From an optimization exercise on the open Yosys and OpenROAD flow, aimed at small area, a short achievable clock period and few clock cycles per item; shortcuts taken in it are not production practice.
In this exercise RTL edits were held to simulation tests only and were not proved equivalent to the original.

`design/flow/constraint.sdc`:
```
create_clock -name core_clock -period 13.0 [get_ports {clk}]
set_input_delay 2.6000 -clock core_clock [delete_from_list [all_inputs] [get_ports {clk}]]
set_output_delay 2.6000 -clock core_clock [all_outputs]
set_load 0.01 [all_outputs]
```
`design/flow/config.mk`:
```
export PLATFORM = sky130hd
export DESIGN_NAME = shape_raster_canvas_core
export DESIGN_NICKNAME = shape_raster_canvas_core
export VERILOG_FILES = /design/flow/design.v
export SDC_FILE = /design/flow/constraint.sdc
export NUM_CORES = 4
export LEC_CHECK = 0
export CAP_MARGIN = 20
export CORE_MARGIN = 2
export CORE_UTILIZATION = 40
export SLEW_MARGIN = 20
```
`design/flow/run.sh`:
```
#!/bin/bash
# synth_recipe.tcl (not shown) runs the flow's synth.tcl, then flattens the netlist and writes it again
# the make line also repeats each setting of config.mk as NAME=value (left out here)
make -C /OpenROAD-flow-scripts/flow DESIGN_CONFIG=/design/flow/config.mk WORK_HOME=/design/flow/orfs CLKGATE_MAP_FILE= SYNTH_SCRIPT=/design/flow/synth_recipe.tcl finish
```
`design/flow/design.v`:
```
package src_pkg;
  localparam int CANVAS_ROWS = 16;
  localparam int CANVAS_COLS = 32;
  localparam int ROW_W       = (CANVAS_ROWS > 1) ? $clog2(CANVAS_ROWS) : 1;
  localparam int CNT_W       = $clog2(CANVAS_ROWS + 1);
  localparam int OUT_W       = 32;
  localparam int RSQ_W       = 12;
  localparam logic [2:0] CMD_CLEAR  = 3'd0;
  localparam logic [2:0] CMD_RECT   = 3'd1;
  localparam logic [2:0] CMD_LINE   = 3'd2;
  localparam logic [2:0] CMD_TRI    = 3'd3;
  localparam logic [2:0] CMD_CIRCLE = 3'd4;
  localparam logic [2:0] CMD_READ   = 3'd5;
  typedef struct packed {
    logic [2:0] command;
    logic [5:0] row;
    logic [5:0] col;
    logic [6:0] width;
    logic [6:0] height;
    logic [5:0] end_col;
    logic [5:0] radius;
  } in_word_t;
  typedef struct packed {
    logic [31:0] row_bits;
    logic        status;
  } out_word_t;
endpackage
module src_ram #(
  parameter int W = 32,
  parameter int D = 16
) (
  input  logic                                clk,
  input  logic                                wr_en,
  input  logic [((D > 1) ? $clog2(D) : 1)-1:0] wr_addr,
  input  logic [W-1:0]                        wr_data,
  input  logic                                rd_en,
  input  logic [((D > 1) ? $clog2(D) : 1)-1:0] rd_addr,
  output logic [W-1:0]                        rd_data
);
  logic [W-1:0] mem [D];
  always_ff @(posedge clk) begin
    if (wr_en) begin
      mem[wr_addr] <= wr_data;
    end
    if (rd_en) begin
      rd_data <= mem[rd_addr];
    end
  end
endmodule
module src_row_mask (
  input  src_pkg::in_word_t                cmd,
  input  logic [src_pkg::ROW_W-1:0]        row_idx,
  input  logic [src_pkg::RSQ_W-1:0]        rsq,
  output logic [src_pkg::CANVAS_COLS-1:0]  mask
);
  logic signed [9:0]  rs, cs, ws, hs, es, is, bot, di, ady;
  logic        [13:0] dy2;
  logic        [14:0] lo, hi;
  logic               on_hrow, in_vr, in_tri;
  assign rs  = $signed({4'b0, cmd.row});
  assign cs  = $signed({4'b0, cmd.col});
  assign ws  = $signed({3'b0, cmd.width});
  assign hs  = $signed({3'b0, cmd.height});
  assign es  = $signed({4'b0, cmd.end_col});
  assign is  = $signed(10'(row_idx));
  assign bot = rs + hs - 10'sd1;
  assign di  = is - rs;
  assign ady = (di < 0) ? -di : di;
  assign dy2 = 14'(ady[6:0] * ady[6:0]);
  assign lo  = 15'(rsq) - 15'(cmd.radius);
  assign hi  = 15'(rsq) + 15'(cmd.radius);
  assign on_hrow = (is == rs) || (is == bot);
  assign in_vr   = (is >= rs) && (is < rs + hs);
  assign in_tri  = (di >= 0) && (di < hs);
  for (genvar j = 0; j < src_pkg::CANVAS_COLS; j++) begin : g_col
    logic signed [9:0]  js, dx, adx;
    logic        [13:0] dx2;
    logic        [14:0] d;
    logic               m_rect, m_line, m_tri, m_circ;
    assign js  = 10'(j);
    assign dx  = js - cs;
    assign adx = (dx < 0) ? -dx : dx;
    assign dx2 = 14'(adx[6:0] * adx[6:0]);
    assign d   = 15'(dx2) + 15'(dy2);
    assign m_rect = (on_hrow && (js >= cs) && (js < cs + ws)) ||
                    (in_vr && ((js == cs) || (js == cs + ws - 10'sd1)));
    assign m_line = (is == rs) && (js >= cs) && (js <= es);
    assign m_tri  = (in_tri && ((js == cs - di) || (js == cs + di))) ||
                    ((is == bot) && (js >= cs - hs + 10'sd1) && (js <= cs + hs - 10'sd1));
    assign m_circ = (d >= lo) && (d <= hi);
    always_comb begin
      case (cmd.command)
        src_pkg::CMD_RECT:   mask[j] = m_rect;
        src_pkg::CMD_LINE:   mask[j] = m_line;
        src_pkg::CMD_TRI:    mask[j] = m_tri;
        src_pkg::CMD_CIRCLE: mask[j] = m_circ;
        default:             mask[j] = 1'b0;
      endcase
    end
  end
endmodule
module shape_raster_canvas_core (
  input  logic               clk,
  input  logic               rst_n,
  input  logic               start,
  output logic               busy,
  input  logic [40:0]        in_data,
  output logic               out_strobe,
  output logic [32:0]        out_data
);
  src_pkg::in_word_t                in_w;
  assign in_w = src_pkg::in_word_t'(in_data);
  typedef enum logic [2:0] {
    ST_IDLE   = 3'b001,
    ST_SWEEP  = 3'b010,
    ST_RDWAIT = 3'b100
  } state_t;
  state_t                           state_r, state_nxt;
  src_pkg::in_word_t                cmd_r, cmd_nxt;
  logic [src_pkg::RSQ_W-1:0]        rsq_r, rsq_nxt;
  logic [src_pkg::CNT_W-1:0]        rd_cnt_r, rd_cnt_nxt;
  logic                             pend_r, pend_nxt;
  logic [src_pkg::ROW_W-1:0]        prow_r, prow_nxt;
  logic [src_pkg::CANVAS_ROWS-1:0]  valid_r, valid_nxt;
  logic                             out_strobe_r, out_strobe_nxt;
  src_pkg::out_word_t               out_data_r, out_data_nxt;
  logic                             accept;
  logic                             row_in_range;
  logic                             we, re;
  logic [src_pkg::ROW_W-1:0]        raddr;
  logic [src_pkg::CANVAS_COLS-1:0]  rdata, wdata, mask, old_word;
  assign busy         = (state_r != ST_IDLE);
  assign accept       = start && !busy;
  assign row_in_range = ({1'b0, in_w.row} < 7'(src_pkg::CANVAS_ROWS));
  assign out_strobe   = out_strobe_r;
  assign out_data     = out_data_r;
  assign old_word = valid_r[prow_r] ? rdata : '0;
  assign wdata    = old_word | mask;
  src_row_mask u_mask (
    .cmd     (cmd_r),
    .row_idx (prow_r),
    .rsq     (rsq_r),
    .mask    (mask)
  );
  src_ram #(
    .W (src_pkg::CANVAS_COLS),
    .D (src_pkg::CANVAS_ROWS)
  ) u_canvas (
    .clk     (clk),
    .wr_en   (we),
    .wr_addr (prow_r),
    .wr_data (wdata),
    .rd_en   (re),
    .rd_addr (raddr),
    .rd_data (rdata)
  );
  always_comb begin
    state_nxt      = state_r;
    cmd_nxt        = cmd_r;
    rsq_nxt        = rsq_r;
    rd_cnt_nxt     = rd_cnt_r;
    pend_nxt       = 1'b0;
    prow_nxt       = prow_r;
    valid_nxt      = valid_r;
    out_strobe_nxt = 1'b0;
    out_data_nxt   = out_data_r;
    we             = 1'b0;
    re             = 1'b0;
    raddr          = rd_cnt_r[src_pkg::ROW_W-1:0];
    case (state_r)
      ST_IDLE: begin
        if (accept) begin
          cmd_nxt    = in_w;
          rsq_nxt    = src_pkg::RSQ_W'(in_w.radius * in_w.radius);
          rd_cnt_nxt = '0;
          out_data_nxt = '0;
          case (in_w.command)
            src_pkg::CMD_CLEAR: begin
              valid_nxt      = '0;
              out_strobe_nxt = 1'b1;
            end
            src_pkg::CMD_RECT, src_pkg::CMD_LINE,
            src_pkg::CMD_TRI, src_pkg::CMD_CIRCLE: begin
              state_nxt = ST_SWEEP;
            end
            src_pkg::CMD_READ: begin
              out_data_nxt.status = 1'b1;
              if (row_in_range) begin
                re        = 1'b1;
                raddr     = in_w.row[src_pkg::ROW_W-1:0];
                state_nxt = ST_RDWAIT;
              end else begin
                out_strobe_nxt = 1'b1;
              end
            end
            default: begin
              out_strobe_nxt = 1'b1;
            end
          endcase
        end
      end
      ST_SWEEP: begin
        if (pend_r) begin
          we                = 1'b1;
          valid_nxt[prow_r] = 1'b1;
        end
        if (rd_cnt_r != src_pkg::CNT_W'(src_pkg::CANVAS_ROWS)) begin
          re         = 1'b1;
          pend_nxt   = 1'b1;
          prow_nxt   = rd_cnt_r[src_pkg::ROW_W-1:0];
          rd_cnt_nxt = rd_cnt_r + 1'b1;
        end else if (pend_r) begin
          out_data_nxt   = '0;
          out_strobe_nxt = 1'b1;
          state_nxt      = ST_IDLE;
        end
      end
      ST_RDWAIT: begin
        out_data_nxt.row_bits = valid_r[cmd_r.row[src_pkg::ROW_W-1:0]] ?
                                src_pkg::OUT_W'(rdata) : '0;
        out_data_nxt.status   = 1'b1;
        out_strobe_nxt        = 1'b1;
        state_nxt             = ST_IDLE;
      end
      default: begin
        state_nxt = ST_IDLE;
      end
    endcase
  end
  always_ff @(posedge clk) begin
    if (!rst_n) begin
      state_r      <= ST_IDLE;
      rd_cnt_r     <= '0;
      pend_r       <= 1'b0;
      valid_r      <= '0;
      out_strobe_r <= 1'b0;
    end else begin
      state_r      <= state_nxt;
      rd_cnt_r     <= rd_cnt_nxt;
      pend_r       <= pend_nxt;
      valid_r      <= valid_nxt;
      out_strobe_r <= out_strobe_nxt;
    end
  end
  always_ff @(posedge clk) begin
    cmd_r      <= cmd_nxt;
    rsq_r      <= rsq_nxt;
    prow_r     <= prow_nxt;
    out_data_r <= out_data_nxt;
  end
endmodule
```
==> out/metrics.yaml <==
portBuffers: 78
core_area_um2: 252000
clockBufferDepth: 3
slowest_delay_ns: 0.59
yosysTopAreaCell: "ha_1"
cts_tree: "done"
min_period_ns: 12.32
cts.sinks: 658
worst_pin_slew_ns: 1.18
place_congestion: 1.01
routed_wl_um: 378000
yosys-top-cells-count: "ha_1 (1707), inv_1 (1637), nor2_1 (937)"
skew_ns: 0.0497
setup_viol: 0
syn_area_um2: 102000
crit_end: "u_canvas.mem[12][0]$_DFFE_PP_"
h-tree-depth: 2
startpoint: "prow_r[0]$_DFFE_PP_"
yosys.area.top_type_share: 0.210
syn2layout_area_growth_pct: 8.66
fmax_mhz: 81.2
clk_latency_ns: 0.66
regToRegStartpoint: "prow_r[0]$_DFFE_PP_"
design.die.area_um2: 258000
min-delay-start: "valid_r[14]$_SDFFE_PN0P_"
synth.avg_cell_area_um2: 9.51
fin_crit_sh: 0.947
first_pass_iters: 7
fillers: 24288
grt_max_degree: 120
reg2reg_to: "u_canvas.mem[12][0]$_DFFE_PP_"
wl_per_cell_um: 26.4
die_w_um: 508
critPathSlowestCell: "o22ai_1"
first_iter_violations: 8006
nNetsFinal: 13549
synth-seq-cells: 658
synth.area.top_cells: "ha_1 (21%), edfxtp_1 (19%), fa_1 (18%), inv_1 (6.1%), xnor2_1 (3.9%)"
netlist_instances: 10683
hold_viol: 0
first_global_vias: 84349
synth_most_common_cell: "ha_1"
drv_slew: 0
cp-end-kind: "flop"
die_h_um: 508
drc: 0
crit_path_start_kind: "flop"
setup.worst_path.class: "reg2reg"
hpwl_um: 285000
ant_nets: 0
vias: 83534
post_cts_buffers: 0
path_clk_slew_ns: 0.07
maxCapViolCount: 0
drive_gt1_frac: 0.0600
arrival_ns: 12.70
final_core_util: 0.438
ios: 79
synth_cell_type_count: 118
initial_core_util: 0.403
slew_headroom: 0.212
track_usage: 0.290
async_flop_share: 0
outcome: "complete, no violations"
synth_edf_count: 632
root_buffer: "clkbuf_16"
num_rows: 184
reg2regPathDepth: 41
seq_area_frac_synth: 0.192
r2r_slack_ns: 0.68
grt_setup_unrepaired: "false"
yosys_warnings: 3
via_per_inst: 5.84
antenna_found_initial: 27
cp_data_required_time_ns: 13.39
hold_path.class: "reg2reg"
pre_cts_slack_ns: 0.460
setup_slack_ns: 0.683
grt_pass1_wl_um: 554000
setup_tns_ns: 0
grt-ovfl-total: 0
synth_flop_cell: "edfxtp_1"
cts-buffers-inserted: 56
worstPathMaxFanout: 19
==> cells in the final DEF, fill, tap and decap left out, drive strengths merged, types with 32 or more instances in the layout <==
master and instances:
ha 1707, o211ai 75, or3 44, edfxtp 632, buf 230, o21bai 59
o21ai 358, a21oi 518, xor2 198, fa 891, mux2i 45, nand2 568
clkdlybuf4s50 78, or2 62, nor2 938, mux4 138, o21a 115, nand2b 94
and3 56, a21o 222, clkbuf 68, clkinv 32, nor3 200, inv 1643
and2 134, a31oi 100, nor4 69, nand3 206, o31ai 36, conb 94
or4 38, a211oi 161, nor2b 96, xnor2 456, nand4 140
==> flip-flops by register name, indices dropped and copies added (netlist names) <==
| signal | cells |
|---|---|
| rd_cnt_r | 5 |
| out_data_r | 33 |
| out_strobe_r | 1 |
| prow_r | 4 |
| u_canvas.mem | 512 |
| u_canvas.rd_data | 32 |
| state_r | 3 |
| rsq_r | 10 |
| cmd_r | 41 |
| pend_r | 1 |
| valid_r | 16 |
==> cells by family after synthesis <==
kind of cell,after synthesis,share of synthesized area
buffers and inverters,1882,0.0711
adders and majority gates,2598,0.386
DFF,658,0.192
muxes,188,0.0356
and+or+nand+nor,2731,0.129
other,2,0.0000740
xor gates and xnor gates,654,0.0568
AOI/OAI and AO/OA,1970,0.129
==> worst max-delay path: cells and delay by family (launching register included) <==
kind                       cells  cell delay (ns)
DFF                            1             0.36
buffers and inverters          8             1.13
adders and majority gates     12             4.76
AOI/OAI and AO/OA              7             2.01
xor gates and xnor gates       4             0.94
and+or+nand+nor               10             2.81
==> per-stage QoR <==
step	instances	cell area (um2)	hold WS (ns)
2_1_floorplan	10775	102000	0.448
3_3_place_gp	14196	108000	0.482
3_5_place_dp	14196	108000	0.476
4_1_cts	14299	110000	0.491
5_1_grt	14301	110000	0.530
6_report	14312	110000	0.488
==> layer usage <==
layer,vias up,routed length [um],track usage
met3,773,30100,0.0415
met5,-,34,0
met2,3409,171000,0.468
met4,6,21000,0.135
met1,41686,156000,0.384
li1,37660,-,-
==> what timing repair did <==
item | CTS | global route
resized for setup | 0 | 2
hold buffers | 0 | 0
hold endpoints to repair | 0 | 0
setup endpoints to repair | 0 | 16
==> worst min path at each step <==
| stage | to | slack (ns) | cells after the start |
|---|---|---|---|
| global route | valid_r[14]$_SDFFE_PN0P_ | 0.53 | 2 |
| global placement | valid_r[8]$_SDFFE_PN0P_ | 0.48 | 2 |
| floorplan | valid_r[10]$_SDFFE_PN0P_ | 0.45 | 2 |
| CTS | valid_r[14]$_SDFFE_PN0P_ | 0.49 | 2 |
| finish | valid_r[14]$_SDFFE_PN0P_ | 0.49 | 2 |
| detailed placement | valid_r[14]$_SDFFE_PN0P_ | 0.48 | 2 |
==> area by class of cell <==
type / count / area (um2) / share of cell area
antenna: 12 / 30.0 / 0.000272
multi-input combinational: 8235 / 75800 / 0.687
tap: 3348 / 4190 / 0.0380
sequential: 658 / 19500 / 0.177
inverter: 1647 / 6190 / 0.0561
clock buffer: 67 / 1450 / 0.0132
timing repair buffer: 309 / 2780 / 0.0252
clock inverter: 36 / 362 / 0.00328
Testbench counts, summed over its fixed seeds: cycles 24,434, items 3,029.

## port drivers added, routing unchanged
In the flow no input, the clock included, has a driving cell. The finished layout below was timed again as built, in two steps.
Step 1, drivers: a clkbuf_16 drives clk and a buf_2 each remaining input, both assumed.
Step 2, shift: input delay + t, output delay - t, t = (earliest + latest rising clock arrival at the registers) / 2. This alone moves slack from input paths to output paths.
a / b / c = ideal / step 1 / step 2; a / b = the first two.
shift t [ns]: 0.699
slack for setup (ns): 0.683 / 0.683 / 0.683
worst hold slack (ns): 0.488 / 0.488 / 0.488
After both steps setup and hold are still met in this run. The setup slack of this run moves by 0.000 ns with the drivers and by 0.000 ns with both steps.
